What follows belongs to an exercise in optimizing a design on an open flow for small area, a short achievable clock period and few clock cycles per item; a production flow would make more cautious choices.
The RTL was checked by simulation tests, not by an equivalence proof against the original design.

## run A
==> flow/design.v (excerpt) <==
module adsr_tone_synth_mixer_top
(
    input  logic                   clk,
    input  logic                   rst_n,
    input  logic                   cfg_we,
    input  logic [CFG_INDEX_W-1:0] cfg_index,
    input  logic [CFG_DATA_W-1:0]  cfg_data,
    input  logic                   in_valid,
    output logic                   in_ready,
    input  logic [31:0]            in_sample_position,
    input  logic                   in_note_start,
    input  logic                   in_square_wave,
    input  logic signed [15:0]     in_prior_left,
    input  logic signed [15:0]     in_prior_right,
    output logic                   out_valid,
    input  logic                   out_ready,
    output logic signed [15:0]     out_mixed_left,
    output logic signed [15:0]     out_mixed_right
);
Size in the first run: roughly 22000 cells after synthesis, roughly 140 I/O pins, ~180000 um^2 of cells after synthesis.
==> flow/config.mk <==
export PLATFORM = sky130hd
export DESIGN_NAME = adsr_tone_synth_mixer_top
export DESIGN_NICKNAME = adsr_tone_synth_mixer_top
export VERILOG_FILES = /design/flow/design.v
export SDC_FILE = /design/flow/constraint.sdc
export NUM_CORES = 4
export LEC_CHECK = 0
export ABC_AREA = 1
export CAP_MARGIN = 20
export CORE_MARGIN = 2
export CORE_UTILIZATION = 42
export SLEW_MARGIN = 20
export SYNTH_MEMORY_MAX_BITS = 32768
==> flow/constraint.sdc <==
create_clock -name core_clock -period 20.0 [get_ports {clk}]
set_input_delay 4.0000 -clock core_clock [delete_from_list [all_inputs] [get_ports {clk}]]
set_output_delay 4.0000 -clock core_clock [all_outputs]
set_load 0.01 [all_outputs]
standard.sh (not shown) runs the stock make flow with config.mk's settings and CLKGATE_MAP_FILE= SYNTH_SCRIPT=/design/flow/synth_recipe.tcl, a recipe that flattens the netlist after the stock synthesis.
==> flow/flow/run.sh <==
#!/bin/bash
# The standard layout, with the timing repair aimed at a slack of 13.9 ns at the 20 ns clock
# (a 6.1 ns path), so that it sizes and buffers the critical paths.
set -euo pipefail
bash standard.sh SETUP_SLACK_MARGIN=13.9 finish > run_make.log 2>&1
Testbench counts of run A, summed over its fixed seeds: cycles 4,352, items 3,072.
diff inputs: run A => run B
Settings: a change of CORE_UTILIZATION from 42 to 35.
## What came out
Compared with run A, run B shows a lower global placement routability congestion. Compared run B against run A; final design area excluding fillers within noise. Going from run A to run B, overall die width grew by 63 um; normalized max-slew margin fell by 2.6 points; fraction of synthesized area in multiplexers comparable; final wirelength saw a decrease.
Relative to run B, the following input files were edited for run C:
==> flow/flow/run.sh <==
#!/bin/bash
# The standard layout, with the timing repair aimed at a slack of 14.1 ns at the 20 ns clock
# (a 5.9 ns path), so that it sizes and buffers the critical paths.
set -euo pipefail
bash standard.sh SETUP_SLACK_MARGIN=14.1 finish > run_make.log 2>&1
### Flow results
Summary: design area, run C worse than run B
Sequential share of layout area: run C < run B
Compared with run B, run C shows a count of vias placed by the detailed router that is about 0.7% higher.

========
Another version of the RTL of adsr_tone_synth_mixer_top (not shown whole).
For scale: roughly 1300 flip-flops, ~0.17 mm^2 of cells after synthesis.
clock: 20.0 ns
lec_check: 0
abc_area: 1
cap_margin: 20
core_margin: 2
core_utilization: 35
slew_margin: 20
synth_memory_max_bits: 32768
==> flow/flow/run.sh <==
#!/bin/bash
# The standard layout, with the timing repair aimed at a slack of 13.5 ns at the 20 ns clock
# (a 6.5 ns path), so that it sizes and buffers the critical paths.
set -euo pipefail
bash standard.sh SETUP_SLACK_MARGIN=13.5 finish > run_make.log 2>&1
The first run finished clean.
Testbench counts at the start, summed over its fixed seeds: cycles 4,288, items 3,072.
Then changed:
==> flow/flow/run.sh (replaced) <==
#!/bin/bash
# The standard layout, with the timing repair aimed at a slack of 13.8 ns at the 20 ns clock
# (a 6.2 ns path), so that it sizes and buffers the critical paths.
set -euo pipefail
bash standard.sh SETUP_SLACK_MARGIN=13.8 finish > run_make.log 2>&1
What happened:
- final cell count is higher by about 1.5%
- setup slack degrades by 0.16 ns
- design area climbs by 3.9%
- first-iteration DRC count stays flat
- critical path depth goes up by 7
- non-clock buffer count goes up by 411
- sequential share of layout area falls by 0.70 points
- area after synthesis does not change
- wire length rises by 2.0%
- utilization rises by 1.6 points

-- port drivers added, routing unchanged --
Ports are ideal in the flow. The routed layouts listed here were re-timed in OpenROAD.
Step 1, drivers: a clkbuf_16 drives clk and a buf_2 each remaining input, both assumed.
Step 2 times the ports against the registers' clock, not the clock port: input delays grow and output delays shrink by t, the midpoint of the rising clock arrivals with the driver on.
Slacks: ideal ports / drivers / drivers and shift; pairs: ideal ports / drivers.
| run | t, ns | slack for setup (ns) | worst register clock-pin slew, ns |
|---|---|---|---|
| run A | 1.052 | 13.987 / 13.919 / 13.100 | 0.07 / 0.07 |
| run B | 1.040 | 13.927 / 13.871 / 13.102 | 0.08 / 0.08 |
| run C | 1.040 | 14.057 / 13.933 / 13.346 | 0.08 / 0.08 |
| the first run of note 2 | 1.033 | 13.593 / 13.593 / 12.855 | 0.08 / 0.08 |
| the second run of note 2 | 1.064 | 13.433 / 13.433 / 13.262 | 0.08 / 0.08 |
After both steps every run listed still meets setup and hold. For run A, which loses most, drivers alone change the setup slack by -0.068 ns; drivers and shift together by -0.887 ns. Setup slack includes reset recovery checks.
